From an optimization exercise on the open Yosys and OpenROAD flow, aimed at small area, a short achievable clock period and few clock cycles per item; shortcuts taken in it are not production practice. RTL that was checked went through simulation tests only; none was proved equivalent to the original. Only the layout flow was run in run 1; the RTL was not checked for function there.

## flow/design.v (module list and top-level ports; edited modules follow where they fit)
// module tns_enc_s0: 365 lines
// module tns_enc_s1: 343 lines
// module tns_enc_s2: 179 lines
// module tns_link_top: 138 lines
module tns_link_top (
    input  logic        clock,
    input  logic        rst_n,
    input  logic        in_valid,
    input  logic [23:0] in_data,
    input  logic        out_credit,
    output logic        in_credit,
    output logic        out_valid,
    output logic [27:0] out_code,
    output logic [23:0] out_data
);
  // ...
==> flow/flow/run.sh <==
#!/bin/bash
# The standard layout, with port buffers of a plain buffer cell.
set -euo pipefail
export BUFFER_PORTS_ARGS="-buffer_cell sky130_fd_sc_hd__buf_1"
bash standard.sh finish > standard_flow.log 2>&1
==> flow/standard.sh <==
#!/bin/bash
# synth_recipe.tcl (not shown) runs the flow's synth.tcl, then flattens the netlist and writes it again
# the make line also repeats each setting of config.mk as NAME=value (left out here)
make -C /OpenROAD-flow-scripts/flow DESIGN_CONFIG=/design/flow/config.mk WORK_HOME=/design/flow/orfs CLKGATE_MAP_FILE= SYNTH_SCRIPT=/design/flow/synth_recipe.tcl "${@:-finish}"
==> flow/config.mk <==
export PLATFORM = sky130hd
export DESIGN_NAME = tns_link_top
export DESIGN_NICKNAME = tns_link_top
export VERILOG_FILES = /design/flow/design.v
export SDC_FILE = /design/flow/constraint.sdc
export NUM_CORES = 4
export LEC_CHECK = 0
export ABC_AREA = 1
export CAP_MARGIN = 20
export CORE_MARGIN = 2
export CORE_UTILIZATION = 40
export CTS_BUF_LIST = sky130_fd_sc_hd__clkbuf_8 sky130_fd_sc_hd__clkbuf_16
export CTS_CLUSTER_DIAMETER = 100
export CTS_CLUSTER_SIZE = 25
export SLEW_MARGIN = 20
==> flow/constraint.sdc <==
create_clock -name core_clock -period 45.0 [get_ports {clock}]
set_input_delay 9.0000 -clock core_clock [delete_from_list [all_inputs] [get_ports {clock}]]
set_output_delay 9.0000 -clock core_clock [all_outputs]
set_load 0.01 [all_outputs]
==> impl_metrics.json, run 1 <==
{
  "nClkBuffers": 18,
  "async_flop_share": 0.115,
  "sh_seq_area": 0.356,
  "grtUsageTotal": 0.176,
  "drive_gt1_frac": 0.111,
  "place_congestion": 0.892,
  "slowest_delay_ns": 0.39,
  "cp_top_family": "flip-flops",
  "synth_top_family_by_area": "simple AND/OR/NAND/NOR gates",
  "dp.cells": 2267,
  "grt_start_max_net_pins": 51,
  "synthMuxAreaShare": 0,
  "cts.htree.levels": 4,
  "drt_wl_total_um": 29000,
  "finalWorstSetupSlack_ns": 35.01,
  "grt_pass1_wl_um": 49400,
  "vias": 11400,
  "dpl.hpwl_um": 22600,
  "fmax_mhz": 100,
  "rows": 66,
  "worstSetupEndpoint": "out_code[11]",
  "m1WireLength_um": 13800,
  "grt.overflow.total": 0,
  "status": "no timing/DRC/antenna violations",
  "n_all_buffers": 83,
  "nonClkBufAreaFrac": 0.0219
}
==> module tns_enc_s1, before the edit <==
module tns_enc_s1 (
    input  logic [18:0] rem_i,
    input  logic [8:0] hist,
    output logic [10:0] rem_o,
    output logic [20:12] code_o
);
    wire g6o1_1 = ~rem_i[0];
    wire g6o1_2 = ~rem_i[1] | g6o1_1;
    wire g6o1_3 = ~rem_i[2] | g6o1_2;
    wire g6o1_4 = ~rem_i[3] & g6o1_3;
    wire g6o1_5 = ~rem_i[4] & g6o1_4;
    wire g6o1_6 = ~rem_i[5] & g6o1_5;
    wire g6o1_7 = ~rem_i[6] | g6o1_6;
    wire g6o1_8 = ~rem_i[7] & g6o1_7;
    wire g6o1_9 = ~rem_i[8] & g6o1_8;
    wire g6o1_10 = ~rem_i[9] | g6o1_9;
    wire g6o1_11 = ~rem_i[10] & g6o1_10;
    wire g6o1_12 = ~rem_i[11] | g6o1_11;
    wire g6o1_13 = ~rem_i[12] | g6o1_12;
    wire g6o1_14 = ~rem_i[13] & g6o1_13;
    wire g6o1_15 = ~rem_i[14] | g6o1_14;
    wire g6o1_16 = ~rem_i[15] | g6o1_15;
    wire g6o1_17 = ~rem_i[16] | g6o1_16;
    wire g6o1_18 = ~rem_i[17] & g6o1_17;
    wire g6o1_19 = ~rem_i[18] & g6o1_18;
    wire g6o2_1 = ~rem_i[0];
    wire g6o2_2 = ~rem_i[1] & g6o2_1;
    wire g6o2_3 = ~rem_i[2] | g6o2_2;
    wire g6o2_4 = ~rem_i[3] & g6o2_3;
    wire g6o2_5 = ~rem_i[4] | g6o2_4;
    wire g6o2_6 = ~rem_i[5] & g6o2_5;
    wire g6o2_7 = ~rem_i[6] | g6o2_6;
    wire g6o2_8 = ~rem_i[7] & g6o2_7;
    wire g6o2_9 = ~rem_i[8] & g6o2_8;
    wire g6o2_10 = ~rem_i[9] & g6o2_9;
    wire g6o2_11 = ~rem_i[10] & g6o2_10;
    wire g6o2_12 = ~rem_i[11] | g6o2_11;
    wire g6o2_13 = ~rem_i[12] & g6o2_12;
    wire g6o2_14 = ~rem_i[13] | g6o2_13;
    wire g6o2_15 = ~rem_i[14] | g6o2_14;
    wire g6o2_16 = ~rem_i[15] & g6o2_15;
    wire g6o2_17 = ~rem_i[16] | g6o2_16;
    wire g6o2_18 = ~rem_i[17] | g6o2_17;
    wire g6o2_19 = ~rem_i[18] & g6o2_18;
    wire g6o3_3 = ~rem_i[2];
    wire g6o3_4 = ~rem_i[3] | g6o3_3;
    wire g6o3_5 = ~rem_i[4] | g6o3_4;
    wire g6o3_6 = ~rem_i[5] & g6o3_5;
    wire g6o3_7 = ~rem_i[6] & g6o3_6;
    wire g6o3_8 = ~rem_i[7] | g6o3_7;
    wire g6o3_9 = ~rem_i[8] & g6o3_8;
    wire g6o3_10 = ~rem_i[9] | g6o3_9;
    wire g6o3_11 = ~rem_i[10] & g6o3_10;
    wire g6o3_12 = ~rem_i[11] & g6o3_11;
    wire g6o3_13 = ~rem_i[12] & g6o3_12;
    wire g6o3_14 = ~rem_i[13] & g6o3_13;
    wire g6o3_15 = ~rem_i[14] | g6o3_14;
    wire g6o3_16 = ~rem_i[15] & g6o3_15;
    wire g6o3_17 = ~rem_i[16] | g6o3_16;
    wire g6o3_18 = ~rem_i[17] & g6o3_17;
    wire g6o3_19 = ~rem_i[18] | g6o3_18;
    wire g6l_1 = ~rem_i[0];
    wire g6l_2 = ~rem_i[1] | g6l_1;
    wire g6l_3 = ~rem_i[2] | g6l_2;
    wire g6l_4 = ~rem_i[3] | g6l_3;
    wire g6l_5 = ~rem_i[4] | g6l_4;
    wire g6l_6 = ~rem_i[5] & g6l_5;
    wire g6l_7 = ~rem_i[6] | g6l_6;
    wire g6l_8 = ~rem_i[7] & g6l_7;
    wire g6l_9 = ~rem_i[8] | g6l_8;
    wire g6l_10 = ~rem_i[9] | g6l_9;
    wire g6l_11 = ~rem_i[10] | g6l_10;
    wire g6l_12 = ~rem_i[11] | g6l_11;
    wire g6l_13 = ~rem_i[12] & g6l_12;
    wire g6l_14 = ~rem_i[13] & g6l_13;
    wire g6l_15 = ~rem_i[14] & g6l_14;
    wire g6l_16 = ~rem_i[15] & g6l_15;
    wire g6l_17 = ~rem_i[16] & g6l_16;
    wire g6l_18 = ~rem_i[17] & g6l_17;
    wire g6l_19 = ~rem_i[18] | g6l_18;
    assign code_o[20] = ~g6o2_19 & (hist[6] | ~g6l_19);
    assign code_o[19] = code_o[20] ? ~g6o3_19 : ~g6o1_19;
    wire s6_1 = ~code_o[20] & code_o[19];
    wire s6_2 = code_o[20] & ~code_o[19];
    wire s6_3 = code_o[20] & code_o[19];
    wire [17:0] r19;
    assign r19[0] = rem_i[0] ^ (s6_1 | s6_2);
    assign r19[1] = rem_i[1] ^ ((s6_1 & ~g6o1_1) | (s6_2 & g6o2_1));
    assign r19[2] = rem_i[2] ^ ((s6_1 & ~g6o1_2) | (s6_2 & ~g6o2_2) | s6_3);
    assign r19[3] = rem_i[3] ^ ((s6_1 & g6o1_3) | (s6_2 & g6o2_3) | (s6_3 & ~g6o3_3));
    assign r19[4] = rem_i[4] ^ ((s6_1 & g6o1_4) | (s6_2 & ~g6o2_4) | (s6_3 & ~g6o3_4));
    assign r19[5] = rem_i[5] ^ ((s6_1 & g6o1_5) | (s6_2 & g6o2_5) | (s6_3 & g6o3_5));
    assign r19[6] = rem_i[6] ^ ((s6_1 & ~g6o1_6) | (s6_2 & ~g6o2_6) | (s6_3 & g6o3_6));
    assign r19[7] = rem_i[7] ^ ((s6_1 & g6o1_7) | (s6_2 & g6o2_7) | (s6_3 & ~g6o3_7));
    assign r19[8] = rem_i[8] ^ ((s6_1 & g6o1_8) | (s6_2 & g6o2_8) | (s6_3 & g6o3_8));
    assign r19[9] = rem_i[9] ^ ((s6_1 & ~g6o1_9) | (s6_2 & g6o2_9) | (s6_3 & ~g6o3_9));
    assign r19[10] = rem_i[10] ^ ((s6_1 & g6o1_10) | (s6_2 & g6o2_10) | (s6_3 & g6o3_10));
    assign r19[11] = rem_i[11] ^ ((s6_1 & ~g6o1_11) | (s6_2 & ~g6o2_11) | (s6_3 & g6o3_11));
    assign r19[12] = rem_i[12] ^ ((s6_1 & ~g6o1_12) | (s6_2 & g6o2_12) | (s6_3 & g6o3_12));
    assign r19[13] = rem_i[13] ^ ((s6_1 & g6o1_13) | (s6_2 & ~g6o2_13) | (s6_3 & g6o3_13));
    assign r19[14] = rem_i[14] ^ ((s6_1 & ~g6o1_14) | (s6_2 & ~g6o2_14) | (s6_3 & ~g6o3_14));
    assign r19[15] = rem_i[15] ^ ((s6_1 & ~g6o1_15) | (s6_2 & g6o2_15) | (s6_3 & g6o3_15));
    assign r19[16] = rem_i[16] ^ ((s6_1 & ~g6o1_16) | (s6_2 & ~g6o2_16) | (s6_3 & ~g6o3_16));
    assign r19[17] = rem_i[17] ^ ((s6_1 & g6o1_17) | (s6_2 & ~g6o2_17) | (s6_3 & g6o3_17));
    wire w18_3 = ~r19[2];
    wire w18_4 = ~r19[3] | w18_3;
    wire w18_5 = ~r19[4] | w18_4;
    wire w18_6 = ~r19[5] & w18_5;
    wire w18_7 = ~r19[6] | w18_6;
    wire w18_8 = ~r19[7] | w18_7;
    wire w18_9 = ~r19[8] | w18_8;
    wire w18_10 = ~r19[9] & w18_9;
    wire w18_11 = ~r19[10] & w18_10;
    wire w18_12 = ~r19[11] & w18_11;
    wire w18_13 = ~r19[12] & w18_12;
    wire w18_14 = ~r19[13] & w18_13;
    wire w18_15 = ~r19[14] & w18_14;
    wire w18_16 = ~r19[15] & w18_15;
    wire w18_17 = ~r19[16] | w18_16;
    wire w18_18 = ~r19[17] & w18_17;
    assign code_o[18] = ~w18_18;
    wire [16:0] r18;
    assign r18[0] = r19[0];
    assign r18[1] = r19[1];
    assign r18[2] = r19[2] ^ code_o[18];
    assign r18[3] = r19[3] ^ (code_o[18] & ~w18_3);
    assign r18[4] = r19[4] ^ (code_o[18] & ~w18_4);
    assign r18[5] = r19[5] ^ (code_o[18] & w18_5);
    assign r18[6] = r19[6] ^ (code_o[18] & ~w18_6);
    assign r18[7] = r19[7] ^ (code_o[18] & ~w18_7);
    assign r18[8] = r19[8] ^ (code_o[18] & ~w18_8);
    assign r18[9] = r19[9] ^ (code_o[18] & w18_9);
    assign r18[10] = r19[10] ^ (code_o[18] & w18_10);
    assign r18[11] = r19[11] ^ (code_o[18] & w18_11);
    assign r18[12] = r19[12] ^ (code_o[18] & w18_12);
    assign r18[13] = r19[13] ^ (code_o[18] & w18_13);
    assign r18[14] = r19[14] ^ (code_o[18] & w18_14);
    assign r18[15] = r19[15] ^ (code_o[18] & w18_15);
    assign r18[16] = r19[16] ^ (code_o[18] & ~w18_16);
    wire g5o1_1 = ~r18[0];
    wire g5o1_2 = ~r18[1] & g5o1_1;
    wire g5o1_3 = ~r18[2] & g5o1_2;
    wire g5o1_4 = ~r18[3] | g5o1_3;
    wire g5o1_5 = ~r18[4] | g5o1_4;
    wire g5o1_6 = ~r18[5] | g5o1_5;
    wire g5o1_7 = ~r18[6] & g5o1_6;
    wire g5o1_8 = ~r18[7] & g5o1_7;
    wire g5o1_9 = ~r18[8] & g5o1_8;
    wire g5o1_10 = ~r18[9] & g5o1_9;
    wire g5o1_11 = ~r18[10] | g5o1_10;
    wire g5o1_12 = ~r18[11] | g5o1_11;
    wire g5o1_13 = ~r18[12] & g5o1_12;
    wire g5o1_14 = ~r18[13] & g5o1_13;
    wire g5o1_15 = ~r18[14] | g5o1_14;
    wire g5o1_16 = ~r18[15] & g5o1_15;
    wire g5o1_17 = ~r18[16] & g5o1_16;
    wire g5o2_2 = ~r18[1];
    wire g5o2_3 = ~r18[2] & g5o2_2;
    wire g5o2_4 = ~r18[3] & g5o2_3;
    wire g5o2_5 = ~r18[4] | g5o2_4;
    wire g5o2_6 = ~r18[5] | g5o2_5;
    wire g5o2_7 = ~r18[6] & g5o2_6;
    wire g5o2_8 = ~r18[7] & g5o2_7;
    wire g5o2_9 = ~r18[8] & g5o2_8;
    wire g5o2_10 = ~r18[9] & g5o2_9;
    wire g5o2_11 = ~r18[10] | g5o2_10;
    wire g5o2_12 = ~r18[11] | g5o2_11;
    wire g5o2_13 = ~r18[12] & g5o2_12;
    wire g5o2_14 = ~r18[13] & g5o2_13;
    wire g5o2_15 = ~r18[14] & g5o2_14;
    wire g5o2_16 = ~r18[15] | g5o2_15;
    wire g5o2_17 = ~r18[16] & g5o2_16;
    wire g5o3_1 = ~r18[0];
    wire g5o3_2 = ~r18[1] | g5o3_1;
    wire g5o3_3 = ~r18[2] & g5o3_2;
    wire g5o3_4 = ~r18[3] | g5o3_3;
    wire g5o3_5 = ~r18[4] & g5o3_4;
    wire g5o3_6 = ~r18[5] | g5o3_5;
    wire g5o3_7 = ~r18[6] | g5o3_6;
    wire g5o3_8 = ~r18[7] & g5o3_7;
    wire g5o3_9 = ~r18[8] & g5o3_8;
    wire g5o3_10 = ~r18[9] & g5o3_9;
    wire g5o3_11 = ~r18[10] & g5o3_10;
    wire g5o3_12 = ~r18[11] | g5o3_11;
    wire g5o3_13 = ~r18[12] | g5o3_12;
    wire g5o3_14 = ~r18[13] & g5o3_13;
    wire g5o3_15 = ~r18[14] | g5o3_14;
    wire g5o3_16 = ~r18[15] | g5o3_15;
    wire g5o3_17 = ~r18[16] & g5o3_16;
    wire g5l_2 = ~r18[1];
    wire g5l_3 = ~r18[2] & g5l_2;
    wire g5l_4 = ~r18[3] | g5l_3;
    wire g5l_5 = ~r18[4] & g5l_4;
    wire g5l_6 = ~r18[5] & g5l_5;
    wire g5l_7 = ~r18[6] & g5l_6;
    wire g5l_8 = ~r18[7] & g5l_7;
    wire g5l_9 = ~r18[8] | g5l_8;
    wire g5l_10 = ~r18[9] | g5l_9;
    wire g5l_11 = ~r18[10] | g5l_10;
    wire g5l_12 = ~r18[11] & g5l_11;
    wire g5l_13 = ~r18[12] & g5l_12;
    wire g5l_14 = ~r18[13] | g5l_13;
    wire g5l_15 = ~r18[14] & g5l_14;
    wire g5l_16 = ~r18[15] | g5l_15;
    wire g5l_17 = ~r18[16] & g5l_16;
    assign code_o[17] = ~g5o2_17 & (hist[5] | ~g5l_17);
    assign code_o[16] = code_o[17] ? ~g5o3_17 : ~g5o1_17;
    wire s5_1 = ~code_o[17] & code_o[16];
    wire s5_2 = code_o[17] & ~code_o[16];
    wire s5_3 = code_o[17] & code_o[16];
    wire [14:0] r16;
    assign r16[0] = r18[0] ^ (s5_1 | s5_3);
    assign r16[1] = r18[1] ^ ((s5_1 & g5o1_1) | s5_2 | (s5_3 & ~g5o3_1));
    assign r16[2] = r18[2] ^ ((s5_1 & g5o1_2) | (s5_2 & g5o2_2) | (s5_3 & g5o3_2));
    assign r16[3] = r18[3] ^ ((s5_1 & ~g5o1_3) | (s5_2 & g5o2_3) | (s5_3 & ~g5o3_3));
    assign r16[4] = r18[4] ^ ((s5_1 & ~g5o1_4) | (s5_2 & ~g5o2_4) | (s5_3 & g5o3_4));
    assign r16[5] = r18[5] ^ ((s5_1 & ~g5o1_5) | (s5_2 & ~g5o2_5) | (s5_3 & ~g5o3_5));
    assign r16[6] = r18[6] ^ ((s5_1 & g5o1_6) | (s5_2 & g5o2_6) | (s5_3 & ~g5o3_6));
    assign r16[7] = r18[7] ^ ((s5_1 & g5o1_7) | (s5_2 & g5o2_7) | (s5_3 & g5o3_7));
    assign r16[8] = r18[8] ^ ((s5_1 & g5o1_8) | (s5_2 & g5o2_8) | (s5_3 & g5o3_8));
    assign r16[9] = r18[9] ^ ((s5_1 & g5o1_9) | (s5_2 & g5o2_9) | (s5_3 & g5o3_9));
    assign r16[10] = r18[10] ^ ((s5_1 & ~g5o1_10) | (s5_2 & ~g5o2_10) | (s5_3 & g5o3_10));
    assign r16[11] = r18[11] ^ ((s5_1 & ~g5o1_11) | (s5_2 & ~g5o2_11) | (s5_3 & ~g5o3_11));
    assign r16[12] = r18[12] ^ ((s5_1 & g5o1_12) | (s5_2 & g5o2_12) | (s5_3 & ~g5o3_12));
    assign r16[13] = r18[13] ^ ((s5_1 & g5o1_13) | (s5_2 & g5o2_13) | (s5_3 & g5o3_13));
    assign r16[14] = r18[14] ^ ((s5_1 & ~g5o1_14) | (s5_2 & g5o2_14) | (s5_3 & ~g5o3_14));
    wire w15_1 = ~r16[0];
    wire w15_2 = ~r16[1] & w15_1;
    wire w15_3 = ~r16[2] & w15_2;
    wire w15_4 = ~r16[3] & w15_3;
    wire w15_5 = ~r16[4] | w15_4;
    wire w15_6 = ~r16[5] | w15_5;
    wire w15_7 = ~r16[6] | w15_6;
    wire w15_8 = ~r16[7] & w15_7;
    wire w15_9 = ~r16[8] | w15_8;
    wire w15_10 = ~r16[9] & w15_9;
    wire w15_11 = ~r16[10] & w15_10;
    wire w15_12 = ~r16[11] | w15_11;
    wire w15_13 = ~r16[12] & w15_12;
    wire w15_14 = ~r16[13] | w15_13;
    wire w15_15 = ~r16[14] & w15_14;
    assign code_o[15] = ~w15_15;
    wire [13:0] r15;
    assign r15[0] = r16[0] ^ code_o[15];
    assign r15[1] = r16[1] ^ (code_o[15] & w15_1);
    assign r15[2] = r16[2] ^ (code_o[15] & w15_2);
    assign r15[3] = r16[3] ^ (code_o[15] & w15_3);
    assign r15[4] = r16[4] ^ (code_o[15] & ~w15_4);
    assign r15[5] = r16[5] ^ (code_o[15] & ~w15_5);
    assign r15[6] = r16[6] ^ (code_o[15] & ~w15_6);
    assign r15[7] = r16[7] ^ (code_o[15] & w15_7);
    assign r15[8] = r16[8] ^ (code_o[15] & ~w15_8);
    assign r15[9] = r16[9] ^ (code_o[15] & w15_9);
    assign r15[10] = r16[10] ^ (code_o[15] & w15_10);
    assign r15[11] = r16[11] ^ (code_o[15] & ~w15_11);
    assign r15[12] = r16[12] ^ (code_o[15] & w15_12);
    assign r15[13] = r16[13] ^ (code_o[15] & ~w15_13);
    wire g4o1_7 = ~r15[6];
    wire g4o1_8 = ~r15[7] & g4o1_7;
    wire g4o1_9 = ~r15[8] & g4o1_8;
    wire g4o1_10 = ~r15[9] & g4o1_9;
    wire g4o1_11 = ~r15[10] | g4o1_10;
    wire g4o1_12 = ~r15[11] | g4o1_11;
    wire g4o1_13 = ~r15[12] & g4o1_12;
    wire g4o1_14 = ~r15[13] & g4o1_13;
    wire g4o2_4 = ~r15[3];
    wire g4o2_5 = ~r15[4] & g4o2_4;
    wire g4o2_6 = ~r15[5] & g4o2_5;
    wire g4o2_7 = ~r15[6] & g4o2_6;
    wire g4o2_8 = ~r15[7] | g4o2_7;
    wire g4o2_9 = ~r15[8] & g4o2_8;
    wire g4o2_10 = ~r15[9] | g4o2_9;
    wire g4o2_11 = ~r15[10] | g4o2_10;
    wire g4o2_12 = ~r15[11] & g4o2_11;
    wire g4o2_13 = ~r15[12] | g4o2_12;
    wire g4o2_14 = ~r15[13] & g4o2_13;
    wire g4o3_4 = ~r15[3];
    wire g4o3_5 = ~r15[4] & g4o3_4;
    wire g4o3_6 = ~r15[5] & g4o3_5;
    wire g4o3_7 = ~r15[6] | g4o3_6;
    wire g4o3_8 = ~r15[7] | g4o3_7;
    wire g4o3_9 = ~r15[8] & g4o3_8;
    wire g4o3_10 = ~r15[9] | g4o3_9;
    wire g4o3_11 = ~r15[10] & g4o3_10;
    wire g4o3_12 = ~r15[11] & g4o3_11;
    wire g4o3_13 = ~r15[12] & g4o3_12;
    wire g4o3_14 = ~r15[13] | g4o3_13;
    wire g4l_4 = ~r15[3];
    wire g4l_5 = ~r15[4] | g4l_4;
    wire g4l_6 = ~r15[5] & g4l_5;
    wire g4l_7 = ~r15[6] | g4l_6;
    wire g4l_8 = ~r15[7] | g4l_7;
    wire g4l_9 = ~r15[8] & g4l_8;
    wire g4l_10 = ~r15[9] | g4l_9;
    wire g4l_11 = ~r15[10] & g4l_10;
    wire g4l_12 = ~r15[11] | g4l_11;
    wire g4l_13 = ~r15[12] | g4l_12;
    wire g4l_14 = ~r15[13] & g4l_13;
    assign code_o[14] = ~g4o2_14 & (hist[4] | ~g4l_14);
    assign code_o[13] = code_o[14] ? ~g4o3_14 : ~g4o1_14;
    wire s4_1 = ~code_o[14] & code_o[13];
    wire s4_2 = code_o[14] & ~code_o[13];
    wire s4_3 = code_o[14] & code_o[13];
    wire [11:0] r13;
    assign r13[0] = r15[0];
    assign r13[1] = r15[1];
    assign r13[2] = r15[2];
    assign r13[3] = r15[3] ^ (s4_2 | s4_3);
    assign r13[4] = r15[4] ^ ((s4_2 & g4o2_4) | (s4_3 & g4o3_4));
    assign r13[5] = r15[5] ^ ((s4_2 & g4o2_5) | (s4_3 & g4o3_5));
    assign r13[6] = r15[6] ^ (s4_1 | (s4_2 & g4o2_6) | (s4_3 & ~g4o3_6));
    assign r13[7] = r15[7] ^ ((s4_1 & g4o1_7) | (s4_2 & ~g4o2_7) | (s4_3 & ~g4o3_7));
    assign r13[8] = r15[8] ^ ((s4_1 & g4o1_8) | (s4_2 & g4o2_8) | (s4_3 & g4o3_8));
    assign r13[9] = r15[9] ^ ((s4_1 & g4o1_9) | (s4_2 & ~g4o2_9) | (s4_3 & ~g4o3_9));
    assign r13[10] = r15[10] ^ ((s4_1 & ~g4o1_10) | (s4_2 & ~g4o2_10) | (s4_3 & g4o3_10));
    assign r13[11] = r15[11] ^ ((s4_1 & ~g4o1_11) | (s4_2 & g4o2_11) | (s4_3 & g4o3_11));
    wire w12_1 = ~r13[0];
    wire w12_2 = ~r13[1] & w12_1;
    wire w12_3 = ~r13[2] & w12_2;
    wire w12_4 = ~r13[3] | w12_3;
    wire w12_5 = ~r13[4] & w12_4;
    wire w12_6 = ~r13[5] | w12_5;
    wire w12_7 = ~r13[6] & w12_6;
    wire w12_8 = ~r13[7] | w12_7;
    wire w12_9 = ~r13[8] & w12_8;
    wire w12_10 = ~r13[9] | w12_9;
    wire w12_11 = ~r13[10] | w12_10;
    wire w12_12 = ~r13[11] & w12_11;
    assign code_o[12] = ~w12_12;
    wire [10:0] r12;
    assign r12[0] = r13[0] ^ code_o[12];
    assign r12[1] = r13[1] ^ (code_o[12] & w12_1);
    assign r12[2] = r13[2] ^ (code_o[12] & w12_2);
    assign r12[3] = r13[3] ^ (code_o[12] & ~w12_3);
    assign r12[4] = r13[4] ^ (code_o[12] & w12_4);
    assign r12[5] = r13[5] ^ (code_o[12] & ~w12_5);
    assign r12[6] = r13[6] ^ (code_o[12] & w12_6);
    assign r12[7] = r13[7] ^ (code_o[12] & ~w12_7);
    assign r12[8] = r13[8] ^ (code_o[12] & w12_8);
    assign r12[9] = r13[9] ^ (code_o[12] & ~w12_9);
    assign r12[10] = r13[10] ^ (code_o[12] & ~w12_10);
    assign rem_o = r12;
endmodule
==> inputs of run 2 (changes only) <==
--- a/flow/design.v
+++ b/flow/design.v
@@ -36,9 +36,8 @@
 module tns_enc_s0 (
     input  logic [23:0] rem_i,
     input  logic [8:0] hist,
-    input  logic b27_i,       
-    output logic [18:0] rem_o,
-    output logic [27:21] code_o
+    output logic [19:0] rem_o,
+    output logic [27:22] code_o
 );
     wire w27_1 = ~rem_i[0];
     wire w27_2 = ~rem_i[1] | w27_1;
@@ -64,7 +63,7 @@
     wire w27_22 = ~rem_i[21] | w27_21;
     wire w27_23 = ~rem_i[22] | w27_22;
     wire w27_24 = ~rem_i[23] | w27_23;
-    assign code_o[27] = b27_i;
+    assign code_o[27] = ~w27_24;
     wire [23:0] r27;
     assign r27[0] = rem_i[0] ^ code_o[27];
     assign r27[1] = rem_i[1] ^ (code_o[27] & ~w27_1);
@@ -358,150 +357,150 @@
     assign r22[17] = r24[17] ^ ((s7_1 & ~g7o1_17) | (s7_2 & g7o2_17) | (s7_3 & g7o3_17));
     assign r22[18] = r24[18] ^ ((s7_1 & g7o1_18) | (s7_2 & ~g7o2_18) | (s7_3 & g7o3_18));
     assign r22[19] = r24[19] ^ ((s7_1 & ~g7o1_19) | (s7_2 & g7o2_19) | (s7_3 & g7o3_19));
-    wire w21_4 = ~r22[3];
-    wire w21_5 = ~r22[4] | w21_4;
-    wire w21_6 = ~r22[5] | w21_5;
-    wire w21_7 = ~r22[6] | w21_6;
-    wire w21_8 = ~r22[7] & w21_7;
-    wire w21_9 = ~r22[8] & w21_8;
-    wire w21_10 = ~r22[9] & w21_9;
-    wire w21_11 = ~r22[10] | w21_10;
-    wire w21_12 = ~r22[11] & w21_11;
-    wire w21_13 = ~r22[12] & w21_12;
-    wire w21_14 = ~r22[13] & w21_13;
-    wire w21_15 = ~r22[14] | w21_14;
-    wire w21_16 = ~r22[15] & w21_15;
-    wire w21_17 = ~r22[16] & w21_16;
-    wire w21_18 = ~r22[17] | w21_17;
-    wire w21_19 = ~r22[18] | w21_18;
-    wire w21_20 = ~r22[19] & w21_19;
-    assign code_o[21] = ~w21_20;
-    wire [18:0] r21;
-    assign r21[0] = r22[0];
-    assign r21[1] = r22[1];
-    assign r21[2] = r22[2];
-    assign r21[3] = r22[3] ^ code_o[21];
-    assign r21[4] = r22[4] ^ (code_o[21] & ~w21_4);
-    assign r21[5] = r22[5] ^ (code_o[21] & ~w21_5);
-    assign r21[6] = r22[6] ^ (code_o[21] & ~w21_6);
-    assign r21[7] = r22[7] ^ (code_o[21] & w21_7);
-    assign r21[8] = r22[8] ^ (code_o[21] & w21_8);
-    assign r21[9] = r22[9] ^ (code_o[21] & w21_9);
-    assign r21[10] = r22[10] ^ (code_o[21] & ~w21_10);
-    assign r21[11] = r22[11] ^ (code_o[21] & w21_11);
-    assign r21[12] = r22[12] ^ (code_o[21] & w21_12);
-    assign r21[13] = r22[13] ^ (code_o[21] & w21_13);
-    assign r21[14] = r22[14] ^ (code_o[21] & ~w21_14);
-    assign r21[15] = r22[15] ^ (code_o[21] & w21_15);
-    assign r21[16] = r22[16] ^ (code_o[21] & w21_16);
-    assign r21[17] = r22[17] ^ (code_o[21] & ~w21_17);
-    assign r21[18] = r22[18] ^ (code_o[21] & ~w21_18);
-    assign rem_o = r21;
+    assign rem_o = r22;
 endmodule
 module tns_enc_s1 (
-    input  logic [18:0] rem_i,
+    input  logic [19:0] rem_i,
     input  logic [8:0] hist,
-    output logic [10:0] rem_o,
-    output logic [20:12] code_o
+    output logic [11:0] rem_o,
+    output logic [21:13] code_o
 );
-    wire g6o1_1 = ~rem_i[0];
-    wire g6o1_2 = ~rem_i[1] | g6o1_1;
-    wire g6o1_3 = ~rem_i[2] | g6o1_2;
-    wire g6o1_4 = ~rem_i[3] & g6o1_3;
-    wire g6o1_5 = ~rem_i[4] & g6o1_4;
-    wire g6o1_6 = ~rem_i[5] & g6o1_5;
-    wire g6o1_7 = ~rem_i[6] | g6o1_6;
-    wire g6o1_8 = ~rem_i[7] & g6o1_7;
-    wire g6o1_9 = ~rem_i[8] & g6o1_8;
-    wire g6o1_10 = ~rem_i[9] | g6o1_9;
-    wire g6o1_11 = ~rem_i[10] & g6o1_10;
-    wire g6o1_12 = ~rem_i[11] | g6o1_11;
-    wire g6o1_13 = ~rem_i[12] | g6o1_12;
-    wire g6o1_14 = ~rem_i[13] & g6o1_13;
-    wire g6o1_15 = ~rem_i[14] | g6o1_14;
-    wire g6o1_16 = ~rem_i[15] | g6o1_15;
-    wire g6o1_17 = ~rem_i[16] | g6o1_16;
-    wire g6o1_18 = ~rem_i[17] & g6o1_17;
-    wire g6o1_19 = ~rem_i[18] & g6o1_18;
-    wire g6o2_1 = ~rem_i[0];
-    wire g6o2_2 = ~rem_i[1] & g6o2_1;
-    wire g6o2_3 = ~rem_i[2] | g6o2_2;
-    wire g6o2_4 = ~rem_i[3] & g6o2_3;
-    wire g6o2_5 = ~rem_i[4] | g6o2_4;
-    wire g6o2_6 = ~rem_i[5] & g6o2_5;
-    wire g6o2_7 = ~rem_i[6] | g6o2_6;
-    wire g6o2_8 = ~rem_i[7] & g6o2_7;
-    wire g6o2_9 = ~rem_i[8] & g6o2_8;
-    wire g6o2_10 = ~rem_i[9] & g6o2_9;
-    wire g6o2_11 = ~rem_i[10] & g6o2_10;
-    wire g6o2_12 = ~rem_i[11] | g6o2_11;
-    wire g6o2_13 = ~rem_i[12] & g6o2_12;
-    wire g6o2_14 = ~rem_i[13] | g6o2_13;
-    wire g6o2_15 = ~rem_i[14] | g6o2_14;
-    wire g6o2_16 = ~rem_i[15] & g6o2_15;
-    wire g6o2_17 = ~rem_i[16] | g6o2_16;
-    wire g6o2_18 = ~rem_i[17] | g6o2_17;
-    wire g6o2_19 = ~rem_i[18] & g6o2_18;
-    wire g6o3_3 = ~rem_i[2];
-    wire g6o3_4 = ~rem_i[3] | g6o3_3;
-    wire g6o3_5 = ~rem_i[4] | g6o3_4;
-    wire g6o3_6 = ~rem_i[5] & g6o3_5;
-    wire g6o3_7 = ~rem_i[6] & g6o3_6;
-    wire g6o3_8 = ~rem_i[7] | g6o3_7;
-    wire g6o3_9 = ~rem_i[8] & g6o3_8;
-    wire g6o3_10 = ~rem_i[9] | g6o3_9;
-    wire g6o3_11 = ~rem_i[10] & g6o3_10;
-    wire g6o3_12 = ~rem_i[11] & g6o3_11;
-    wire g6o3_13 = ~rem_i[12] & g6o3_12;
-    wire g6o3_14 = ~rem_i[13] & g6o3_13;
-    wire g6o3_15 = ~rem_i[14] | g6o3_14;
-    wire g6o3_16 = ~rem_i[15] & g6o3_15;
-    wire g6o3_17 = ~rem_i[16] | g6o3_16;
-    wire g6o3_18 = ~rem_i[17] & g6o3_17;
-    wire g6o3_19 = ~rem_i[18] | g6o3_18;
-    wire g6l_1 = ~rem_i[0];
-    wire g6l_2 = ~rem_i[1] | g6l_1;
-    wire g6l_3 = ~rem_i[2] | g6l_2;
-    wire g6l_4 = ~rem_i[3] | g6l_3;
-    wire g6l_5 = ~rem_i[4] | g6l_4;
-    wire g6l_6 = ~rem_i[5] & g6l_5;
-    wire g6l_7 = ~rem_i[6] | g6l_6;
-    wire g6l_8 = ~rem_i[7] & g6l_7;
-    wire g6l_9 = ~rem_i[8] | g6l_8;
-    wire g6l_10 = ~rem_i[9] | g6l_9;
-    wire g6l_11 = ~rem_i[10] | g6l_10;
-    wire g6l_12 = ~rem_i[11] | g6l_11;
-    wire g6l_13 = ~rem_i[12] & g6l_12;
-    wire g6l_14 = ~rem_i[13] & g6l_13;
-    wire g6l_15 = ~rem_i[14] & g6l_14;
-    wire g6l_16 = ~rem_i[15] & g6l_15;
-    wire g6l_17 = ~rem_i[16] & g6l_16;
-    wire g6l_18 = ~rem_i[17] & g6l_17;
-    wire g6l_19 = ~rem_i[18] | g6l_18;
+    wire w21_4 = ~rem_i[3];
+    wire w21_5 = ~rem_i[4] | w21_4;
+    wire w21_6 = ~rem_i[5] | w21_5;
+    wire w21_7 = ~rem_i[6] | w21_6;
+    wire w21_8 = ~rem_i[7] & w21_7;
+    wire w21_9 = ~rem_i[8] & w21_8;
+    wire w21_10 = ~rem_i[9] & w21_9;
+    wire w21_11 = ~rem_i[10] | w21_10;
+    wire w21_12 = ~rem_i[11] & w21_11;
+    wire w21_13 = ~rem_i[12] & w21_12;
+    wire w21_14 = ~rem_i[13] & w21_13;
+    wire w21_15 = ~rem_i[14] | w21_14;
+    wire w21_16 = ~rem_i[15] & w21_15;
+    wire w21_17 = ~rem_i[16] & w21_16;
+    wire w21_18 = ~rem_i[17] | w21_17;
+    wire w21_19 = ~rem_i[18] | w21_18;
+    wire w21_20 = ~rem_i[19] & w21_19;
+    assign code_o[21] = ~w21_20;
+    wire [18:0] r21;
+    assign r21[0] = rem_i[0];
+    assign r21[1] = rem_i[1];
+    assign r21[2] = rem_i[2];
+    assign r21[3] = rem_i[3] ^ code_o[21];
+    assign r21[4] = rem_i[4] ^ (code_o[21] & ~w21_4);
+    assign r21[5] = rem_i[5] ^ (code_o[21] & ~w21_5);
+    assign r21[6] = rem_i[6] ^ (code_o[21] & ~w21_6);
+    assign r21[7] = rem_i[7] ^ (code_o[21] & w21_7);
+    assign r21[8] = rem_i[8] ^ (code_o[21] & w21_8);
+    assign r21[9] = rem_i[9] ^ (code_o[21] & w21_9);
+    assign r21[10] = rem_i[10] ^ (code_o[21] & ~w21_10);
+    assign r21[11] = rem_i[11] ^ (code_o[21] & w21_11);
+    assign r21[12] = rem_i[12] ^ (code_o[21] & w21_12);
+    assign r21[13] = rem_i[13] ^ (code_o[21] & w21_13);
+    assign r21[14] = rem_i[14] ^ (code_o[21] & ~w21_14);
+    assign r21[15] = rem_i[15] ^ (code_o[21] & w21_15);
+    assign r21[16] = rem_i[16] ^ (code_o[21] & w21_16);
+    assign r21[17] = rem_i[17] ^ (code_o[21] & ~w21_17);
+    assign r21[18] = rem_i[18] ^ (code_o[21] & ~w21_18);
+    wire g6o1_1 = ~r21[0];
+    wire g6o1_2 = ~r21[1] | g6o1_1;
+    wire g6o1_3 = ~r21[2] | g6o1_2;
+    wire g6o1_4 = ~r21[3] & g6o1_3;
+    wire g6o1_5 = ~r21[4] & g6o1_4;
+    wire g6o1_6 = ~r21[5] & g6o1_5;
+    wire g6o1_7 = ~r21[6] | g6o1_6;
+    wire g6o1_8 = ~r21[7] & g6o1_7;
+    wire g6o1_9 = ~r21[8] & g6o1_8;
+    wire g6o1_10 = ~r21[9] | g6o1_9;
+    wire g6o1_11 = ~r21[10] & g6o1_10;
+    wire g6o1_12 = ~r21[11] | g6o1_11;
+    wire g6o1_13 = ~r21[12] | g6o1_12;
+    wire g6o1_14 = ~r21[13] & g6o1_13;
+    wire g6o1_15 = ~r21[14] | g6o1_14;
+    wire g6o1_16 = ~r21[15] | g6o1_15;
+    wire g6o1_17 = ~r21[16] | g6o1_16;
+    wire g6o1_18 = ~r21[17] & g6o1_17;
+    wire g6o1_19 = ~r21[18] & g6o1_18;
+    wire g6o2_1 = ~r21[0];
+    wire g6o2_2 = ~r21[1] & g6o2_1;
+    wire g6o2_3 = ~r21[2] | g6o2_2;
+    wire g6o2_4 = ~r21[3] & g6o2_3;
+    wire g6o2_5 = ~r21[4] | g6o2_4;
+    wire g6o2_6 = ~r21[5] & g6o2_5;
+    wire g6o2_7 = ~r21[6] | g6o2_6;
+    wire g6o2_8 = ~r21[7] & g6o2_7;
+    wire g6o2_9 = ~r21[8] & g6o2_8;
+    wire g6o2_10 = ~r21[9] & g6o2_9;
+    wire g6o2_11 = ~r21[10] & g6o2_10;
+    wire g6o2_12 = ~r21[11] | g6o2_11;
+    wire g6o2_13 = ~r21[12] & g6o2_12;
+    wire g6o2_14 = ~r21[13] | g6o2_13;
+    wire g6o2_15 = ~r21[14] | g6o2_14;
+    wire g6o2_16 = ~r21[15] & g6o2_15;
+    wire g6o2_17 = ~r21[16] | g6o2_16;
+    wire g6o2_18 = ~r21[17] | g6o2_17;
+    wire g6o2_19 = ~r21[18] & g6o2_18;
+    wire g6o3_3 = ~r21[2];
+    wire g6o3_4 = ~r21[3] | g6o3_3;
+    wire g6o3_5 = ~r21[4] | g6o3_4;
+    wire g6o3_6 = ~r21[5] & g6o3_5;
+    wire g6o3_7 = ~r21[6] & g6o3_6;
+    wire g6o3_8 = ~r21[7] | g6o3_7;
+    wire g6o3_9 = ~r21[8] & g6o3_8;
+    wire g6o3_10 = ~r21[9] | g6o3_9;
+    wire g6o3_11 = ~r21[10] & g6o3_10;
+    wire g6o3_12 = ~r21[11] & g6o3_11;
+    wire g6o3_13 = ~r21[12] & g6o3_12;
+    wire g6o3_14 = ~r21[13] & g6o3_13;
+    wire g6o3_15 = ~r21[14] | g6o3_14;
+    wire g6o3_16 = ~r21[15] & g6o3_15;
+    wire g6o3_17 = ~r21[16] | g6o3_16;
+    wire g6o3_18 = ~r21[17] & g6o3_17;
+    wire g6o3_19 = ~r21[18] | g6o3_18;
+    wire g6l_1 = ~r21[0];
+    wire g6l_2 = ~r21[1] | g6l_1;
+    wire g6l_3 = ~r21[2] | g6l_2;
+    wire g6l_4 = ~r21[3] | g6l_3;
+    wire g6l_5 = ~r21[4] | g6l_4;
+    wire g6l_6 = ~r21[5] & g6l_5;
+    wire g6l_7 = ~r21[6] | g6l_6;
+    wire g6l_8 = ~r21[7] & g6l_7;
+    wire g6l_9 = ~r21[8] | g6l_8;
+    wire g6l_10 = ~r21[9] | g6l_9;
+    wire g6l_11 = ~r21[10] | g6l_10;
+    wire g6l_12 = ~r21[11] | g6l_11;
+    wire g6l_13 = ~r21[12] & g6l_12;
+    wire g6l_14 = ~r21[13] & g6l_13;
+    wire g6l_15 = ~r21[14] & g6l_14;
+    wire g6l_16 = ~r21[15] & g6l_15;
+    wire g6l_17 = ~r21[16] & g6l_16;
+    wire g6l_18 = ~r21[17] & g6l_17;
+    wire g6l_19 = ~r21[18] | g6l_18;
     assign code_o[20] = ~g6o2_19 & (hist[6] | ~g6l_19);
     assign code_o[19] = code_o[20] ? ~g6o3_19 : ~g6o1_19;
     wire s6_1 = ~code_o[20] & code_o[19];
     wire s6_2 = code_o[20] & ~code_o[19];
     wire s6_3 = code_o[20] & code_o[19];
     wire [17:0] r19;
-    assign r19[0] = rem_i[0] ^ (s6_1 | s6_2);
-    assign r19[1] = rem_i[1] ^ ((s6_1 & ~g6o1_1) | (s6_2 & g6o2_1));
-    assign r19[2] = rem_i[2] ^ ((s6_1 & ~g6o1_2) | (s6_2 & ~g6o2_2) | s6_3);
-    assign r19[3] = rem_i[3] ^ ((s6_1 & g6o1_3) | (s6_2 & g6o2_3) | (s6_3 & ~g6o3_3));
-    assign r19[4] = rem_i[4] ^ ((s6_1 & g6o1_4) | (s6_2 & ~g6o2_4) | (s6_3 & ~g6o3_4));
-    assign r19[5] = rem_i[5] ^ ((s6_1 & g6o1_5) | (s6_2 & g6o2_5) | (s6_3 & g6o3_5));
-    assign r19[6] = rem_i[6] ^ ((s6_1 & ~g6o1_6) | (s6_2 & ~g6o2_6) | (s6_3 & g6o3_6));
-    assign r19[7] = rem_i[7] ^ ((s6_1 & g6o1_7) | (s6_2 & g6o2_7) | (s6_3 & ~g6o3_7));
-    assign r19[8] = rem_i[8] ^ ((s6_1 & g6o1_8) | (s6_2 & g6o2_8) | (s6_3 & g6o3_8));
-    assign r19[9] = rem_i[9] ^ ((s6_1 & ~g6o1_9) | (s6_2 & g6o2_9) | (s6_3 & ~g6o3_9));
-    assign r19[10] = rem_i[10] ^ ((s6_1 & g6o1_10) | (s6_2 & g6o2_10) | (s6_3 & g6o3_10));
-    assign r19[11] = rem_i[11] ^ ((s6_1 & ~g6o1_11) | (s6_2 & ~g6o2_11) | (s6_3 & g6o3_11));
-    assign r19[12] = rem_i[12] ^ ((s6_1 & ~g6o1_12) | (s6_2 & g6o2_12) | (s6_3 & g6o3_12));
-    assign r19[13] = rem_i[13] ^ ((s6_1 & g6o1_13) | (s6_2 & ~g6o2_13) | (s6_3 & g6o3_13));
-    assign r19[14] = rem_i[14] ^ ((s6_1 & ~g6o1_14) | (s6_2 & ~g6o2_14) | (s6_3 & ~g6o3_14));
-    assign r19[15] = rem_i[15] ^ ((s6_1 & ~g6o1_15) | (s6_2 & g6o2_15) | (s6_3 & g6o3_15));
-    assign r19[16] = rem_i[16] ^ ((s6_1 & ~g6o1_16) | (s6_2 & ~g6o2_16) | (s6_3 & ~g6o3_16));
-    assign r19[17] = rem_i[17] ^ ((s6_1 & g6o1_17) | (s6_2 & ~g6o2_17) | (s6_3 & g6o3_17));
+    assign r19[0] = r21[0] ^ (s6_1 | s6_2);
+    assign r19[1] = r21[1] ^ ((s6_1 & ~g6o1_1) | (s6_2 & g6o2_1));
+    assign r19[2] = r21[2] ^ ((s6_1 & ~g6o1_2) | (s6_2 & ~g6o2_2) | s6_3);
+    assign r19[3] = r21[3] ^ ((s6_1 & g6o1_3) | (s6_2 & g6o2_3) | (s6_3 & ~g6o3_3));
+    assign r19[4] = r21[4] ^ ((s6_1 & g6o1_4) | (s6_2 & ~g6o2_4) | (s6_3 & ~g6o3_4));
+    assign r19[5] = r21[5] ^ ((s6_1 & g6o1_5) | (s6_2 & g6o2_5) | (s6_3 & g6o3_5));
+    assign r19[6] = r21[6] ^ ((s6_1 & ~g6o1_6) | (s6_2 & ~g6o2_6) | (s6_3 & g6o3_6));
+    assign r19[7] = r21[7] ^ ((s6_1 & g6o1_7) | (s6_2 & g6o2_7) | (s6_3 & ~g6o3_7));
+    assign r19[8] = r21[8] ^ ((s6_1 & g6o1_8) | (s6_2 & g6o2_8) | (s6_3 & g6o3_8));
+    assign r19[9] = r21[9] ^ ((s6_1 & ~g6o1_9) | (s6_2 & g6o2_9) | (s6_3 & ~g6o3_9));
+    assign r19[10] = r21[10] ^ ((s6_1 & g6o1_10) | (s6_2 & g6o2_10) | (s6_3 & g6o3_10));
+    assign r19[11] = r21[11] ^ ((s6_1 & ~g6o1_11) | (s6_2 & ~g6o2_11) | (s6_3 & g6o3_11));
+    assign r19[12] = r21[12] ^ ((s6_1 & ~g6o1_12) | (s6_2 & g6o2_12) | (s6_3 & g6o3_12));
+    assign r19[13] = r21[13] ^ ((s6_1 & g6o1_13) | (s6_2 & ~g6o2_13) | (s6_3 & g6o3_13));
+    assign r19[14] = r21[14] ^ ((s6_1 & ~g6o1_14) | (s6_2 & ~g6o2_14) | (s6_3 & ~g6o3_14));
+    assign r19[15] = r21[15] ^ ((s6_1 & ~g6o1_15) | (s6_2 & g6o2_15) | (s6_3 & g6o3_15));
+    assign r19[16] = r21[16] ^ ((s6_1 & ~g6o1_16) | (s6_2 & ~g6o2_16) | (s6_3 & ~g6o3_16));
+    assign r19[17] = r21[17] ^ ((s6_1 & g6o1_17) | (s6_2 & ~g6o2_17) | (s6_3 & g6o3_17));
     wire w18_3 = ~r19[2];
     wire w18_4 = ~r19[3] | w18_3;
     wire w18_5 = ~r19[4] | w18_4;
@@ -714,91 +713,91 @@
     assign r13[9] = r15[9] ^ ((s4_1 & g4o1_9) | (s4_2 & ~g4o2_9) | (s4_3 & ~g4o3_9));
     assign r13[10] = r15[10] ^ ((s4_1 & ~g4o1_10) | (s4_2 & ~g4o2_10) | (s4_3 & g4o3_10));
     assign r13[11] = r15[11] ^ ((s4_1 & ~g4o1_11) | (s4_2 & g4o2_11) | (s4_3 & g4o3_11));
-    wire w12_1 = ~r13[0];
-    wire w12_2 = ~r13[1] & w12_1;
-    wire w12_3 = ~r13[2] & w12_2;
-    wire w12_4 = ~r13[3] | w12_3;
-    wire w12_5 = ~r13[4] & w12_4;
-    wire w12_6 = ~r13[5] | w12_5;
-    wire w12_7 = ~r13[6] & w12_6;
-    wire w12_8 = ~r13[7] | w12_7;
-    wire w12_9 = ~r13[8] & w12_8;
-    wire w12_10 = ~r13[9] | w12_9;
-    wire w12_11 = ~r13[10] | w12_10;
-    wire w12_12 = ~r13[11] & w12_11;
-    assign code_o[12] = ~w12_12;
-    wire [10:0] r12;
-    assign r12[0] = r13[0] ^ code_o[12];
-    assign r12[1] = r13[1] ^ (code_o[12] & w12_1);
-    assign r12[2] = r13[2] ^ (code_o[12] & w12_2);
-    assign r12[3] = r13[3] ^ (code_o[12] & ~w12_3);
-    assign r12[4] = r13[4] ^ (code_o[12] & w12_4);
-    assign r12[5] = r13[5] ^ (code_o[12] & ~w12_5);
-    assign r12[6] = r13[6] ^ (code_o[12] & w12_6);
-    assign r12[7] = r13[7] ^ (code_o[12] & ~w12_7);
-    assign r12[8] = r13[8] ^ (code_o[12] & w12_8);
-    assign r12[9] = r13[9] ^ (code_o[12] & ~w12_9);
-    assign r12[10] = r13[10] ^ (code_o[12] & ~w12_10);
-    assign rem_o = r12;
+    assign rem_o = r13;
 endmodule
 module tns_enc_s2 (
-    input  logic [10:0] rem_i,
+    input  logic [11:0] rem_i,
     input  logic [8:0] hist,
-    output logic [11:0] code_o
+    output logic [12:0] code_o
 );
-    wire g3o1_4 = ~rem_i[3];
-    wire g3o1_5 = ~rem_i[4] | g3o1_4;
-    wire g3o1_6 = ~rem_i[5] | g3o1_5;
-    wire g3o1_7 = ~rem_i[6] | g3o1_6;
-    wire g3o1_8 = ~rem_i[7] | g3o1_7;
-    wire g3o1_9 = ~rem_i[8] | g3o1_8;
-    wire g3o1_10 = ~rem_i[9] & g3o1_9;
-    wire g3o1_11 = ~rem_i[10] & g3o1_10;
-    wire g3o2_1 = ~rem_i[0];
-    wire g3o2_2 = ~rem_i[1] | g3o2_1;
-    wire g3o2_3 = ~rem_i[2] | g3o2_2;
-    wire g3o2_4 = ~rem_i[3] | g3o2_3;
-    wire g3o2_5 = ~rem_i[4] | g3o2_4;
-    wire g3o2_6 = ~rem_i[5] & g3o2_5;
-    wire g3o2_7 = ~rem_i[6] & g3o2_6;
-    wire g3o2_8 = ~rem_i[7] | g3o2_7;
-    wire g3o2_9 = ~rem_i[8] | g3o2_8;
-    wire g3o2_10 = ~rem_i[9] | g3o2_9;
-    wire g3o2_11 = ~rem_i[10] & g3o2_10;
-    wire g3o3_1 = ~rem_i[0];
-    wire g3o3_2 = ~rem_i[1] | g3o3_1;
-    wire g3o3_3 = ~rem_i[2] | g3o3_2;
-    wire g3o3_4 = ~rem_i[3] & g3o3_3;
-    wire g3o3_5 = ~rem_i[4] | g3o3_4;
-    wire g3o3_6 = ~rem_i[5] & g3o3_5;
-    wire g3o3_7 = ~rem_i[6] & g3o3_6;
-    wire g3o3_8 = ~rem_i[7] | g3o3_7;
-    wire g3o3_9 = ~rem_i[8] | g3o3_8;
-    wire g3o3_10 = ~rem_i[9] & g3o3_9;
-    wire g3o3_11 = ~rem_i[10] | g3o3_10;
-    wire g3l_5 = ~rem_i[4];
-    wire g3l_6 = ~rem_i[5] & g3l_5;
-    wire g3l_7 = ~rem_i[6] | g3l_6;
-    wire g3l_8 = ~rem_i[7] & g3l_7;
-    wire g3l_9 = ~rem_i[8] & g3l_8;
-    wire g3l_10 = ~rem_i[9] & g3l_9;
-    wire g3l_11 = ~rem_i[10] | g3l_10;
+    wire w12_1 = ~rem_i[0];
+    wire w12_2 = ~rem_i[1] & w12_1;
+    wire w12_3 = ~rem_i[2] & w12_2;
+    wire w12_4 = ~rem_i[3] | w12_3;
+    wire w12_5 = ~rem_i[4] & w12_4;
+    wire w12_6 = ~rem_i[5] | w12_5;
+    wire w12_7 = ~rem_i[6] & w12_6;
+    wire w12_8 = ~rem_i[7] | w12_7;
+    wire w12_9 = ~rem_i[8] & w12_8;
+    wire w12_10 = ~rem_i[9] | w12_9;
+    wire w12_11 = ~rem_i[10] | w12_10;
+    wire w12_12 = ~rem_i[11] & w12_11;
+    assign code_o[12] = ~w12_12;
+    wire [10:0] r12;
+    assign r12[0] = rem_i[0] ^ code_o[12];
+    assign r12[1] = rem_i[1] ^ (code_o[12] & w12_1);
+    assign r12[2] = rem_i[2] ^ (code_o[12] & w12_2);
+    assign r12[3] = rem_i[3] ^ (code_o[12] & ~w12_3);
+    assign r12[4] = rem_i[4] ^ (code_o[12] & w12_4);
+    assign r12[5] = rem_i[5] ^ (code_o[12] & ~w12_5);
+    assign r12[6] = rem_i[6] ^ (code_o[12] & w12_6);
+    assign r12[7] = rem_i[7] ^ (code_o[12] & ~w12_7);
+    assign r12[8] = rem_i[8] ^ (code_o[12] & w12_8);
+    assign r12[9] = rem_i[9] ^ (code_o[12] & ~w12_9);
+    assign r12[10] = rem_i[10] ^ (code_o[12] & ~w12_10);
+    wire g3o1_4 = ~r12[3];
+    wire g3o1_5 = ~r12[4] | g3o1_4;
+    wire g3o1_6 = ~r12[5] | g3o1_5;
+    wire g3o1_7 = ~r12[6] | g3o1_6;
+    wire g3o1_8 = ~r12[7] | g3o1_7;
+    wire g3o1_9 = ~r12[8] | g3o1_8;
+    wire g3o1_10 = ~r12[9] & g3o1_9;
+    wire g3o1_11 = ~r12[10] & g3o1_10;
+    wire g3o2_1 = ~r12[0];
+    wire g3o2_2 = ~r12[1] | g3o2_1;
+    wire g3o2_3 = ~r12[2] | g3o2_2;
+    wire g3o2_4 = ~r12[3] | g3o2_3;
+    wire g3o2_5 = ~r12[4] | g3o2_4;
+    wire g3o2_6 = ~r12[5] & g3o2_5;
+    wire g3o2_7 = ~r12[6] & g3o2_6;
+    wire g3o2_8 = ~r12[7] | g3o2_7;
+    wire g3o2_9 = ~r12[8] | g3o2_8;
+    wire g3o2_10 = ~r12[9] | g3o2_9;
+    wire g3o2_11 = ~r12[10] & g3o2_10;
+    wire g3o3_1 = ~r12[0];
+    wire g3o3_2 = ~r12[1] | g3o3_1;
+    wire g3o3_3 = ~r12[2] | g3o3_2;
+    wire g3o3_4 = ~r12[3] & g3o3_3;
+    wire g3o3_5 = ~r12[4] | g3o3_4;
+    wire g3o3_6 = ~r12[5] & g3o3_5;
+    wire g3o3_7 = ~r12[6] & g3o3_6;
+    wire g3o3_8 = ~r12[7] | g3o3_7;
+    wire g3o3_9 = ~r12[8] | g3o3_8;
+    wire g3o3_10 = ~r12[9] & g3o3_9;
+    wire g3o3_11 = ~r12[10] | g3o3_10;
+    wire g3l_5 = ~r12[4];
+    wire g3l_6 = ~r12[5] & g3l_5;
+    wire g3l_7 = ~r12[6] | g3l_6;
+    wire g3l_8 = ~r12[7] & g3l_7;
+    wire g3l_9 = ~r12[8] & g3l_8;
+    wire g3l_10 = ~r12[9] & g3l_9;
+    wire g3l_11 = ~r12[10] | g3l_10;
     assign code_o[11] = ~g3o2_11 & (hist[3] | ~g3l_11);
     assign code_o[10] = code_o[11] ? ~g3o3_11 : ~g3o1_11;
     wire s3_1 = ~code_o[11] & code_o[10];
     wire s3_2 = code_o[11] & ~code_o[10];
     wire s3_3 = code_o[11] & code_o[10];
     wire [9:0] r10;
-    assign r10[0] = rem_i[0] ^ (s3_2 | s3_3);
-    assign r10[1] = rem_i[1] ^ ((s3_2 & ~g3o2_1) | (s3_3 & ~g3o3_1));
-    assign r10[2] = rem_i[2] ^ ((s3_2 & ~g3o2_2) | (s3_3 & ~g3o3_2));
-    assign r10[3] = rem_i[3] ^ (s3_1 | (s3_2 & ~g3o2_3) | (s3_3 & g3o3_3));
-    assign r10[4] = rem_i[4] ^ ((s3_1 & ~g3o1_4) | (s3_2 & ~g3o2_4) | (s3_3 & ~g3o3_4));
-    assign r10[5] = rem_i[5] ^ ((s3_1 & ~g3o1_5) | (s3_2 & g3o2_5) | (s3_3 & g3o3_5));
-    assign r10[6] = rem_i[6] ^ ((s3_1 & ~g3o1_6) | (s3_2 & g3o2_6) | (s3_3 & g3o3_6));
-    assign r10[7] = rem_i[7] ^ ((s3_1 & ~g3o1_7) | (s3_2 & ~g3o2_7) | (s3_3 & ~g3o3_7));
-    assign r10[8] = rem_i[8] ^ ((s3_1 & ~g3o1_8) | (s3_2 & ~g3o2_8) | (s3_3 & ~g3o3_8));
-    assign r10[9] = rem_i[9] ^ ((s3_1 & g3o1_9) | (s3_2 & ~g3o2_9) | (s3_3 & g3o3_9));
+    assign r10[0] = r12[0] ^ (s3_2 | s3_3);
+    assign r10[1] = r12[1] ^ ((s3_2 & ~g3o2_1) | (s3_3 & ~g3o3_1));
+    assign r10[2] = r12[2] ^ ((s3_2 & ~g3o2_2) | (s3_3 & ~g3o3_2));
+    assign r10[3] = r12[3] ^ (s3_1 | (s3_2 & ~g3o2_3) | (s3_3 & g3o3_3));
+    assign r10[4] = r12[4] ^ ((s3_1 & ~g3o1_4) | (s3_2 & ~g3o2_4) | (s3_3 & ~g3o3_4));
+    assign r10[5] = r12[5] ^ ((s3_1 & ~g3o1_5) | (s3_2 & g3o2_5) | (s3_3 & g3o3_5));
+    assign r10[6] = r12[6] ^ ((s3_1 & ~g3o1_6) | (s3_2 & g3o2_6) | (s3_3 & g3o3_6));
+    assign r10[7] = r12[7] ^ ((s3_1 & ~g3o1_7) | (s3_2 & ~g3o2_7) | (s3_3 & ~g3o3_7));
+    assign r10[8] = r12[8] ^ ((s3_1 & ~g3o1_8) | (s3_2 & ~g3o2_8) | (s3_3 & ~g3o3_8));
+    assign r10[9] = r12[9] ^ ((s3_1 & g3o1_9) | (s3_2 & ~g3o2_9) | (s3_3 & g3o3_9));
     wire w9_2 = ~r10[1];
     wire w9_3 = ~r10[2] & w9_2;
     wire w9_4 = ~r10[3] & w9_3;
@@ -937,19 +936,18 @@
     localparam int CAP = 3;   
     logic        a_v;
     logic [23:0] a_d;
-    logic        a_b27;    
     logic        v1;
     logic [23:0] d1;
-    logic [18:0] r1;
-    logic [27:21] c1;       
-    logic [27:21] cn1;      
-    logic [18:0] rn1;
+    logic [19:0] r1;
+    logic [27:22] c1;       
+    logic [27:22] cn1;      
+    logic [19:0] rn1;
     logic        v2;
     logic [23:0] d2;
-    logic [10:0] r2;
-    logic [27:12] c2;       
-    logic [27:12] cn2;      
-    logic [10:0] rn2;
+    logic [11:0] r2;
+    logic [27:13] c2;       
+    logic [27:13] cn2;      
+    logic [11:0] rn2;
     logic        v3;
     logic [23:0] d3;
     logic [27:0] c3;       
@@ -974,15 +972,15 @@
     assign mv2 = v2 && free3;
     logic [8:0] h1;
     assign h1 = {c1[26], c1[23], 1'b0, 1'b0, 1'b0, 1'b0, 1'b0, 1'b0, 1'b0};
-    tns_enc_s0 u_s0 (.rem_i(a_d), .hist(h1), .b27_i(a_b27), .rem_o(rn1), .code_o(cn1[27:21]));
+    tns_enc_s0 u_s0 (.rem_i(a_d), .hist(h1), .rem_o(rn1), .code_o(cn1[27:22]));
     logic [8:0] h2;
     assign h2 = {c2[26], c2[23], c2[20], c2[17], c2[14], 1'b0, 1'b0, 1'b0, 1'b0};
-    tns_enc_s1 u_s1 (.rem_i(r1), .hist(h2), .rem_o(rn2), .code_o(cn2[20:12]));
-    assign cn2[27:21] = c1[27:21];
+    tns_enc_s1 u_s1 (.rem_i(r1), .hist(h2), .rem_o(rn2), .code_o(cn2[21:13]));
+    assign cn2[27:22] = c1[27:22];
     logic [8:0] h3;
     assign h3 = {c3[26], c3[23], c3[20], c3[17], c3[14], c3[11], c3[8], c3[5], c3[2]};
-    tns_enc_s2 u_s2 (.rem_i(r2), .hist(h3), .code_o(cn3[11:0]));
-    assign cn3[27:12] = c2[27:12];
+    tns_enc_s2 u_s2 (.rem_i(r2), .hist(h3), .code_o(cn3[12:0]));
+    assign cn3[27:13] = c2[27:13];
     logic [2:0] xcred_k, rcred_k;
     logic [2:0] ocred_n, xcred_n, rcred_n;
     logic       b_next;
@@ -1016,20 +1014,17 @@
             ic    <= (out_credit || (xcred_k != 3'd0)) && (in_valid || (rcred_k != 3'd0));
         end
     end
-    logic [27:21] cq1;
+    logic [27:22] cq1;
     logic [1:0] hq1;    
-    assign c1 = {cq1[27], hq1[1], cq1[25], cq1[24], hq1[0], cq1[22], cq1[21]};
-    logic [27:12] cq2;
+    assign c1 = {cq1[27], hq1[1], cq1[25], cq1[24], hq1[0], cq1[22]};
+    logic [27:13] cq2;
     logic [2:0] hq2;    
-    assign c2 = {cq2[27], cq2[26], cq2[25], cq2[24], cq2[23], cq2[22], cq2[21], hq2[2], cq2[19], cq2[18], hq2[1], cq2[16], cq2[15], hq2[0], cq2[13], cq2[12]};
+    assign c2 = {cq2[27], cq2[26], cq2[25], cq2[24], cq2[23], cq2[22], cq2[21], hq2[2], cq2[19], cq2[18], hq2[1], cq2[16], cq2[15], hq2[0], cq2[13]};
     logic [27:0] cq3;
     logic [2:0] hq3;    
     assign c3 = {cq3[27], cq3[26], cq3[25], cq3[24], cq3[23], cq3[22], cq3[21], cq3[20], cq3[19], cq3[18], cq3[17], cq3[16], cq3[15], cq3[14], cq3[13], cq3[12], hq3[2], cq3[10], cq3[9], hq3[1], cq3[7], cq3[6], hq3[0], cq3[4], cq3[3], cq3[2], cq3[1], cq3[0]};
     always_ff @(posedge clock) begin
-        if (!a_v || a_mv) begin
-            a_d   <= in_data;
-            a_b27 <= (in_data >= 24'd15902591);
-        end
+        if (!a_v || a_mv) a_d <= in_data;
         if (a_mv) begin
             d1 <= a_d;
             r1 <= rn1;
--- a/flow/config.mk
+++ b/flow/config.mk
@@ -8,7 +8,7 @@
 export ABC_AREA = 1
 export CAP_MARGIN = 20
 export CORE_MARGIN = 2
-export CORE_UTILIZATION = 40
+export CORE_UTILIZATION = 60
 export CTS_BUF_LIST = sky130_fd_sc_hd__clkbuf_8 sky130_fd_sc_hd__clkbuf_16
 export CTS_CLUSTER_DIAMETER = 100
 export CTS_CLUSTER_SIZE = 25
==> impl_metrics.json, run 2 <==
{
  "post_drt_via_cell_ratio": 5.36,
  "synth_cell_types": 61,
  "layout_commonest_cell": "nand2_1",
  "top_layer": "met4",
  "cp_top_family": "flip-flops",
  "core_area_um2": 21000,
  "crit_buf_inv": 1,
  "dpl.hpwl_um": 21700,
  "root_buffer": "clkbuf_16",
  "port_buffers": 81,
  "grt_pass1_vias": 10200,
  "wl_met3_um": 1310,
  "synth_nets": 1780,
  "antenna_found_initial": 0,
  "yosys_warnings": 1,
  "wl_per_cell_um": 13.6,
  "cap_violations": 0,
  "clk_pin_slew_ns": 0.08,
  "grt_start_max_net_pins": 51,
  "relSlewSlack": 0.432,
  "path_cells": "buf_1",
  "multi_input_area_um2": 6660,
  "start_util": 0.611,
  "finalSetupTns_ns": 0,
  "drt_wl_total_um": 28600,
  "cts_sinks": 191,
  "fin_crit_sh": 0.222,
  "grtUsageTotal": 0.258,
  "finClkSkew_ns": 0.0194,
  "avgSynthCellArea_um2": 7.43,
  "ant_nets": 0,
  "wl_met2_um": 13900,
  "critical_path.startpoint_type": "flip-flop",
  "ioPinCount": 82,
  "yosys-top-cells-count": "nand2_1, inv_1, nand3_1, edfxtp_1, nor2_1",
  "hold_buffers": 0,
  "period_minus_slack_ns": 10.0,
  "cts_buffer_depth": 2,
  "synth_top_area_share": 0.281,
  "cts.htree.levels": 4,
  "yosys_register_bits": 191,
  "numCtsBuffers": 17,
  "post_layout_nonfiller_instances": 2097,
  "worstMarginPinSlew_ns": 0.851,
  "die-area_um2": 22600,
  "critPathMaxFanout": 3,
  "cp.required_ns": 36.00,
  "rows": 53,
  "ys_top_cells_by_area": "edfxtp_1, nand2_1, dfxtp_1",
  "drc": 0,
  "final_cell_mix": "nand2_1, inv_1, nand3_1, edfxtp_1, nor2_1",
  "m1WireLength_um": 12700,
  "max_flop_register": "cq3",
  "fp.dieH_um": 150,
  "antenna_cells": 0,
  "criticalPathCategory": "flip-flop to primary output",
  "area_growth_pct": 8.91,
  "hold_start": "d2[5]$_DFFE_PP_",
  "drive_gt1_frac": 0.0845,
  "vias": 11200,
  "synth_most_common_cell": "nand2_1",
  "ys_seq_area_frac": 0.400,
  "hold_viol": 0,
  "final-seq-area_um2": 5140,
  "postSynthCellCount": 1728,
  "fmax_mhz": 100,
  "async_flop_share": 0.115,
  "dr.pass1.iters": 5,
  "synth_ff_type": "edfxtp_1",
  "fillCellCount": 1804,
  "status": "no timing/DRC/antenna violations",
  "synth-edff-count": 120,
  "syn-cell-area_um2": 12800,
  "die_w_um": 150,
  "nets": 1861,
  "synth_top_area_cell": "edfxtp_1",
  "slowest_delay_ns": 0.40,
  "clk_latency_ns": 0.44,
  "cts_tree": "done",
  "hold_class": "flip-flop to flip-flop",
  "whs_ns": 0.346,
  "rsz0062_at_grt": "no",
  "timing.rr.start": "a_d[1]$_DFFE_PN_",
  "crit_start": "ic$_DFF_PN0_",
  "rrSetupSlack_ns": 35.09,
  "drt-initial-drc-count": 722,
  "post_cts_buffers": 0,
  "grt.overflow.total": 0,
  "crit_arrival_ns": 1.00,
  "place_congestion": 0.889,
  "largest_reg_flops": 25,
  "maxSlewViolCount": 0,
  "grt_pass1_wl_um": 47200,
  "cts_resized": 0,
  "setup_viol": 0,
  "dp.cells": 2065,
  "slowest_stage": "dfrtp_1",
  "worst_setup_path_end_kind": "primary output"
}
==> run 2: cell count changes after synthesis, sizes merged, moves of 8 or more <==
cell,before,now
inv,244,227
nand3,181,166
nand2,653,643
nor2,100,110
xnor2,24,34
o211ai,11,3
==> run 2: metrics by stage <==
stage          setup WS, ns  instance area [µm²]  utilization
3_3_place_gp          35.25                13400        0.635
4_1_cts               34.98                14000        0.665
5_1_grt               33.95                14000        0.666
2_1_floorplan         35.34                12800            -
3_5_place_dp          35.24                13400        0.635
6_report              35.00                14000        0.666
==> run 2: cell families after synthesis <==
| family | share of synthesized area |
|---|---|
| and+or+nand+nor | 0.363 |
| DFF | 0.400 |
| AOI/OAI and AO/OA | 0.0519 |
| adders and majority gates | 0.0234 |
| buffers and inverters | 0.0817 |
| xor gates and xnor gates | 0.0797 |
==> run 2: worst paths after layout <==
| path | end | cells after the start |
|---|---|---|
| setup / recovery | in_credit | 1 |
| hold / removal | d3[5]$_DFF_P_ | 0 |
| setup reg to reg | r1[1]$_DFFE_PP_ | 67 |
| hold reg to reg | d3[5]$_DFF_P_ | 0 |
| max in group asynchronous | ocred[2]$_DFF_PN1_ | 2 |
| min in group asynchronous | hq2[2]$_DFFE_PN0P_ | 2 |
==> run 2: layout make-up <==
class	instances	share of cell area
inverters	234	0.0644
clock inverters	15	0.0145
well taps	275	0.0246
clock buffers	17	0.0304
multi-input cells	1282	0.476
repair buffers	83	0.0228
flip-flops and latches	191	0.367
==> run 2: per-layer routing <==
layer,track usage,vias up
li1,-,5792
met1,0.334,5092
met2,0.450,306
met3,0.0321,53
met4,0.0811,0
met5,0,-
Testbench counts of run 2, summed over its fixed seeds: cycles 5,547, words 4,800.

[re-timing with driven ports]
Ports are ideal in the flow. The routed layouts listed here were re-timed in OpenROAD.
Step 1 sets driving cells, clkbuf_16 on the clock port and buf_2 on the other inputs (assumed; they add their load-dependent delay and slew).
Step 2, shift: input delay + t, output delay - t, t = (earliest + latest rising clock arrival at the registers) / 2. This alone moves slack from input paths to output paths.
Three values: ideal ports, drivers, drivers and shift; two values: the first two.
run | t, ns | setup slack, ns | worst setup path after step 2
run 1 | 0.481 | 35.012 / 34.960 / 34.688 | input to register
run 2 | 0.478 | 35.002 / 34.955 / 35.089 | register to register
After both steps every run listed still meets setup and hold. The setup slack of run 1, which loses most, moves by -0.052 ns with the drivers and by -0.324 ns with both steps.
